Source: an optimization exercise on an open RTL-to-GDS flow (aim: small area, a short achievable clock period and few clock cycles). Production flows keep margins and buffers that such runs may drop.
At most, simulation tests tie the RTL to the original design; equivalence was not proved.
Power is estimated from default activity; no workload was simulated.

Setup of before:
==> flow/design.v (excerpt) <==
module deparser_top
(
	input wire clk,
	input wire aresetn,
	input deparser_pkg::phv_t phv,
	input wire phv_empty,
	output logic phv_rd_en,
	input deparser_pkg::vlan_id_t vlan_id,
	input wire vlan_empty,
	output logic vlan_rd_en,
	input deparser_pkg::head_data_t head_data,
	input deparser_pkg::head_keep_t head_keep,
	input deparser_pkg::head_last_t head_last,
	input wire head_empty,
	output logic head_rd_en,
	input deparser_pkg::seg_data_t body_data,
	input deparser_pkg::seg_keep_t body_keep,
	input wire body_last,
	input wire body_empty,
	output logic body_rd_en,
	output deparser_pkg::seg_data_t out_data,
	output deparser_pkg::seg_keep_t out_keep,
	output logic out_last,
	output logic out_valid,
	input wire out_ready,
	input deparser_pkg::seg_data_t ctrl_data,
	input wire ctrl_valid,
	input wire ctrl_last
);
	logic wr_en;
	deparser_pkg::table_addr_t wr_addr;
	logic [31:0] wr_data, lookup;
	deparser_pkg::table_addr_t rd_addr;
	act_table_loader u_loader (.clk(clk), .aresetn(aresetn), .ctrl_data(ctrl_data),
		.ctrl_valid(ctrl_valid), .ctrl_last(ctrl_last), .wr_en(wr_en), .wr_addr(wr_addr),
		.wr_data(wr_data));
  ...
Size in the first run: ~4600 cells after synthesis, ~1500 flip-flops, about 0.065 mm² of cells after synthesis.
==> module deparser_top, before the edit <==
module deparser_top
(
	input wire clk,
	input wire aresetn,
	input deparser_pkg::phv_t phv,
	input wire phv_empty,
	output logic phv_rd_en,
	input deparser_pkg::vlan_id_t vlan_id,
	input wire vlan_empty,
	output logic vlan_rd_en,
	input deparser_pkg::head_data_t head_data,
	input deparser_pkg::head_keep_t head_keep,
	input deparser_pkg::head_last_t head_last,
	input wire head_empty,
	output logic head_rd_en,
	input deparser_pkg::seg_data_t body_data,
	input deparser_pkg::seg_keep_t body_keep,
	input wire body_last,
	input wire body_empty,
	output logic body_rd_en,
	output deparser_pkg::seg_data_t out_data,
	output deparser_pkg::seg_keep_t out_keep,
	output logic out_last,
	output logic out_valid,
	input wire out_ready,
	input deparser_pkg::seg_data_t ctrl_data,
	input wire ctrl_valid,
	input wire ctrl_last
);
	logic wr_en;
	deparser_pkg::table_addr_t wr_addr;
	logic [31:0] wr_data, lookup;
	deparser_pkg::table_addr_t rd_addr;
	act_table_loader u_loader (.clk(clk), .aresetn(aresetn), .ctrl_data(ctrl_data),
		.ctrl_valid(ctrl_valid), .ctrl_last(ctrl_last), .wr_en(wr_en), .wr_addr(wr_addr),
		.wr_data(wr_data));
	act_table_ram u_ram (.clk(clk), .wr_en(wr_en), .wr_addr(wr_addr), .wr_data(wr_data),
		.rd_addr(rd_addr), .rd_data(lookup));
	logic [31:0] e0, e0_n;
	deparser_pkg::table_addr_t i1;
	logic ev0, ev1, ev0_n, ev1_n;
	logic j0v, j0d, j1v, j1d, j0v_n, j0d_n, j1v_n, j1d_n;
	deparser_pkg::head_data_t ov0, ov1;
	deparser_pkg::head_keep_t om0, om1;
	logic full0, full1, drop0, drop1, wp, rp, pe_act, seg_q;
	logic full0_n, full1_n, drop0_n, drop1_n, wp_n, rp_n;
	logic pe_ok;   
	logic pe_fin;  
	logic k_drop;  
	logic k_send;  
	logic b_drop;  
	logic b_fwd1;  
	logic enq_e, deq_e, pe_go, pe_step, pe_done;
	logic b_pop, b_done, b_fwd, j_enq, j_enq_d;
	logic hasbody, last_seg, h_out, consume;
	deparser_pkg::seg_data_t pdata, patched;
	deparser_pkg::head_keep_t pcover;
	assign vlan_rd_en = !vlan_empty && !ev1;
	assign enq_e = vlan_rd_en;
	assign phv_rd_en = !phv_empty && (pe_fin || (pe_ok && phv[384]));
	assign pe_done = phv_rd_en;
	assign deq_e = pe_done;
	assign pe_go = pe_ok && !phv_empty;
	assign pe_step = pe_go && !phv[384];
	assign hasbody = head_last == 2'b00;
	assign last_seg = seg_q || head_last[0];
	assign h_out = !head_empty && out_ready && k_send;
	assign consume = !head_empty && (k_drop || (out_ready && k_send && last_seg));
	assign head_rd_en = consume;
	assign j_enq = consume && hasbody;
	assign j_enq_d = !k_send;
	assign b_pop = !body_empty && (b_drop || (b_fwd1 && out_ready));
	assign body_rd_en = b_pop;
	assign b_done = b_pop && body_last;
	assign b_fwd = b_pop && b_fwd1;
	assign rd_addr = ev1 ? i1 : vlan_id[8:4];
	always_comb begin
		ev0_n = ev1 || (ev0 && !deq_e) || enq_e;
		ev1_n = ev1 ? !deq_e : (ev0 && !deq_e && enq_e);
		if (ev1 ? deq_e : (!ev0 || deq_e))
			e0_n = lookup;
		else if (pe_step)
			e0_n = {8'h00, e0[31:8]};
		else
			e0_n = e0;
		j0v_n = j0v;
		j0d_n = j0d;
		j1v_n = j1v;
		j1d_n = j1d;
		if (b_done) begin
			j0v_n = j1v || j_enq;
			j0d_n = j1v ? j1d : j_enq_d;
			j1v_n = j1v && j_enq;
			j1d_n = j_enq_d;
		end else if (j_enq) begin
			if (j0v) begin
				j1v_n = 1'b1;
				j1d_n = j_enq_d;
			end else begin
				j0v_n = 1'b1;
				j0d_n = j_enq_d;
			end
		end
		wp_n = wp ^ pe_done;
		rp_n = rp ^ consume;
		full0_n = (pe_done && !wp) || (full0 && !(consume && !rp));
		full1_n = (pe_done && wp) || (full1 && !(consume && rp));
		drop0_n = (pe_done && !wp) ? phv[384] : drop0;
		drop1_n = (pe_done && wp) ? phv[384] : drop1;
	end
	always_ff @(posedge clk) begin
		if (!aresetn) begin
			ev0 <= 1'b0;
			ev1 <= 1'b0;
			j0v <= 1'b0;
			j1v <= 1'b0;
			full0 <= 1'b0;
			full1 <= 1'b0;
			wp <= 1'b0;
			rp <= 1'b0;
			pe_act <= 1'b0;
			seg_q <= 1'b0;
			pe_ok <= 1'b0;
			pe_fin <= 1'b0;
			k_drop <= 1'b0;
			k_send <= 1'b0;
			b_drop <= 1'b0;
			b_fwd1 <= 1'b0;
		end else begin
			ev0 <= ev0_n;
			ev1 <= ev1_n;
			j0v <= j0v_n;
			j1v <= j1v_n;
			full0 <= full0_n;
			full1 <= full1_n;
			wp <= wp_n;
			rp <= rp_n;
			if (pe_go)
				pe_act <= !pe_done;
			if (h_out)
				seg_q <= !last_seg;
			pe_ok <= ev0_n && !(wp_n ? full1_n : full0_n);
			pe_fin <= ev0_n && !(wp_n ? full1_n : full0_n) && e0_n[15:14] == 2'b00;
			k_drop <= (rp_n ? full1_n && drop1_n : full0_n && drop0_n) && !j1v_n;
			k_send <= (rp_n ? full1_n && !drop1_n : full0_n && !drop0_n) && !j1v_n &&
				!(j0v_n && !j0d_n) && !(j1v_n && !j1d_n);
			b_drop <= j0v_n && j0d_n;
			b_fwd1 <= j0v_n && !j0d_n;
		end
	end
	always_ff @(posedge clk) begin
		e0 <= e0_n;
		if (!ev1)
			i1 <= vlan_id[8:4];
		j0d <= j0d_n;
		j1d <= j1d_n;
		drop0 <= drop0_n;
		drop1 <= drop1_n;
	end
	field_extract u_fx (.phv(phv), .act(e0[7:0]), .data(pdata), .wmask(pcover));
	always_ff @(posedge clk) begin
		if (pe_step && !wp) begin
			for (int k = 0; k < 16; k++) begin
				if (pcover[k])
					ov0[8*k +: 8] <= pdata[8*(k%8) +: 8];
				om0[k] <= pcover[k] || (pe_act && om0[k]);
			end
		end
		if (pe_step && wp) begin
			for (int k = 0; k < 16; k++) begin
				if (pcover[k])
					ov1[8*k +: 8] <= pdata[8*(k%8) +: 8];
				om1[k] <= pcover[k] || (pe_act && om1[k]);
			end
		end
	end
	head_buffer u_head (.seg(seg_q), .ov(rp ? ov1 : ov0), .ov_mask(rp ? om1 : om0),
		.head_data(head_data), .seg_data(patched));
	always_ff @(posedge clk) begin
		out_data <= b_fwd1 ? body_data : patched;
		out_keep <= b_fwd1 ? body_keep : (seg_q ? head_keep[15:8] : head_keep[7:0]);
		out_last <= b_fwd1 ? body_last : (seg_q ? head_last[1] : head_last[0]);
	end
	always_ff @(posedge clk) begin
		if (!aresetn)
			out_valid <= 1'b0;
		else
			out_valid <= h_out || b_fwd;
	end
endmodule
clock: 9.0 ns
lec_check: 0
cap_margin: 20
core_margin: 2
core_utilization: 40
cts_buf_list: sky130_fd_sc_hd__clkbuf_8
cts_cluster_diameter: 50
cts_cluster_size: 14
setup_slack_margin: 5.0
slew_margin: 20
synth_hierarchical: 1
synth_minimum_keep_size: 1000000
run.sh (not shown) runs the stock make flow with config.mk's settings and CLKGATE_MAP_FILE= SYNTH_SCRIPT=/design/flow/synth_recipe.tcl, a recipe that flattens the netlist after the stock synthesis.
Relative to before, the following input files were edited for after:
--- a/flow/design.v
+++ b/flow/design.v
@@ -210,17 +210,18 @@
 	deparser_pkg::table_addr_t i1;
 	logic ev0, ev1, ev0_n, ev1_n;
 	logic j0v, j0d, j1v, j1d, j0v_n, j0d_n, j1v_n, j1d_n;
 	deparser_pkg::head_data_t ov0, ov1;
 	deparser_pkg::head_keep_t om0, om1;
 	logic full0, full1, drop0, drop1, wp, rp, pe_act, seg_q;
-	logic full0_n, full1_n, drop0_n, drop1_n, wp_n, rp_n;
+	logic full0_n, full1_n, drop0_n, drop1_n, wp_n, rp_n, seg_n, kd_n, ks_n;
 	logic pe_ok;   
 	logic pe_fin;  
-	logic k_drop;  
 	logic k_send;  
+	logic k_go;    
+	logic k_seg0;  
 	logic b_drop;  
 	logic b_fwd1;  
 	logic enq_e, deq_e, pe_go, pe_step, pe_done;
 	logic b_pop, b_done, b_fwd, j_enq, j_enq_d;
 	logic hasbody, last_seg, h_out, consume;
 	deparser_pkg::seg_data_t pdata, patched;
@@ -228,17 +229,17 @@
 	assign vlan_rd_en = !vlan_empty && !ev1;
 	assign enq_e = vlan_rd_en;
 	assign phv_rd_en = !phv_empty && (pe_fin || (pe_ok && phv[384]));
 	assign pe_done = phv_rd_en;
 	assign deq_e = pe_done;
 	assign pe_go = pe_ok && !phv_empty;
-	assign pe_step = pe_go && !phv[384];
+	assign pe_step = pe_go;
 	assign hasbody = head_last == 2'b00;
 	assign last_seg = seg_q || head_last[0];
 	assign h_out = !head_empty && out_ready && k_send;
-	assign consume = !head_empty && (k_drop || (out_ready && k_send && last_seg));
+	assign consume = !head_empty && out_ready && (k_go || (k_seg0 && head_last[0]));
 	assign head_rd_en = consume;
 	assign j_enq = consume && hasbody;
 	assign j_enq_d = !k_send;
 	assign b_pop = !body_empty && (b_drop || (b_fwd1 && out_ready));
 	assign body_rd_en = b_pop;
 	assign b_done = b_pop && body_last;
@@ -274,12 +275,16 @@
 		wp_n = wp ^ pe_done;
 		rp_n = rp ^ consume;
 		full0_n = (pe_done && !wp) || (full0 && !(consume && !rp));
 		full1_n = (pe_done && wp) || (full1 && !(consume && rp));
 		drop0_n = (pe_done && !wp) ? phv[384] : drop0;
 		drop1_n = (pe_done && wp) ? phv[384] : drop1;
+		seg_n = h_out ? !last_seg : seg_q;
+		kd_n = (rp_n ? full1_n && drop1_n : full0_n && drop0_n) && !j1v_n;
+		ks_n = (rp_n ? full1_n && !drop1_n : full0_n && !drop0_n) && !j1v_n &&
+			!(j0v_n && !j0d_n) && !(j1v_n && !j1d_n);
 	end
 	always_ff @(posedge clk) begin
 		if (!aresetn) begin
 			ev0 <= 1'b0;
 			ev1 <= 1'b0;
 			j0v <= 1'b0;
@@ -289,14 +294,15 @@
 			wp <= 1'b0;
 			rp <= 1'b0;
 			pe_act <= 1'b0;
 			seg_q <= 1'b0;
 			pe_ok <= 1'b0;
 			pe_fin <= 1'b0;
-			k_drop <= 1'b0;
 			k_send <= 1'b0;
+			k_go <= 1'b0;
+			k_seg0 <= 1'b0;
 			b_drop <= 1'b0;
 			b_fwd1 <= 1'b0;
 		end else begin
 			ev0 <= ev0_n;
 			ev1 <= ev1_n;
 			j0v <= j0v_n;
@@ -304,19 +310,18 @@
 			full0 <= full0_n;
 			full1 <= full1_n;
 			wp <= wp_n;
 			rp <= rp_n;
 			if (pe_go)
 				pe_act <= !pe_done;
-			if (h_out)
-				seg_q <= !last_seg;
+			seg_q <= seg_n;
 			pe_ok <= ev0_n && !(wp_n ? full1_n : full0_n);
 			pe_fin <= ev0_n && !(wp_n ? full1_n : full0_n) && e0_n[15:14] == 2'b00;
-			k_drop <= (rp_n ? full1_n && drop1_n : full0_n && drop0_n) && !j1v_n;
-			k_send <= (rp_n ? full1_n && !drop1_n : full0_n && !drop0_n) && !j1v_n &&
-				!(j0v_n && !j0d_n) && !(j1v_n && !j1d_n);
+			k_send <= ks_n;
+			k_go <= kd_n || (ks_n && seg_n);
+			k_seg0 <= ks_n && !seg_n;
 			b_drop <= j0v_n && j0d_n;
 			b_fwd1 <= j0v_n && !j0d_n;
 		end
 	end
 	always_ff @(posedge clk) begin
 		e0 <= e0_n;
@@ -326,20 +331,20 @@
 		j1d <= j1d_n;
 		drop0 <= drop0_n;
 		drop1 <= drop1_n;
 	end
 	field_extract u_fx (.phv(phv), .act(e0[7:0]), .data(pdata), .wmask(pcover));
 	always_ff @(posedge clk) begin
-		if (pe_step && !wp) begin
+		if (pe_ok && !wp) begin
 			for (int k = 0; k < 16; k++) begin
 				if (pcover[k])
 					ov0[8*k +: 8] <= pdata[8*(k%8) +: 8];
 				om0[k] <= pcover[k] || (pe_act && om0[k]);
 			end
 		end
-		if (pe_step && wp) begin
+		if (pe_ok && wp) begin
 			for (int k = 0; k < 16; k++) begin
 				if (pcover[k])
 					ov1[8*k +: 8] <= pdata[8*(k%8) +: 8];
 				om1[k] <= pcover[k] || (pe_act && om1[k]);
 			end
 		end
### Flow results
[compare] base=before new=after: total clock sinks flat, share of cell area taken by multi-input logic gates essentially unchanged, complex-gate fraction of the synthesized area has decreased, delay of the slowest cell on the worst path up 0.08 ns, worst clock skew now sits higher. before → after: logic gate share of total power now sits higher, share of the clock period used by the worst path went down.
Testbench counts of after, summed over its fixed seeds: cycles 7,778.
For before, only the layout was checked, not whether the RTL still works.

-- static timing again, ports no longer ideal --
Ports are ideal in the flow. The routed layouts listed here were re-timed in OpenROAD.
Step 1, drivers: a clkbuf_16 drives clk and a buf_2 each remaining input, both assumed.
Step 2 times the ports against the registers' clock, not the clock port: input delays grow and output delays shrink by t, the midpoint of the rising clock arrivals with the driver on.
Three values: ideal ports, drivers, drivers and shift; two values: the first two.
run	shift t [ns]	setup WS [ns]	worst data-port slew with drivers (ns)	cell pins on the clock port's net
before	0.984	4.712 / 4.651 / 3.867	0.31	1
after	0.988	4.826 / 4.721 / 3.911	0.50	1
After both steps setup and hold are still met in every run listed. The setup slack of after, which loses most, moves by -0.105 ns with the drivers and by -0.915 ns with both steps.
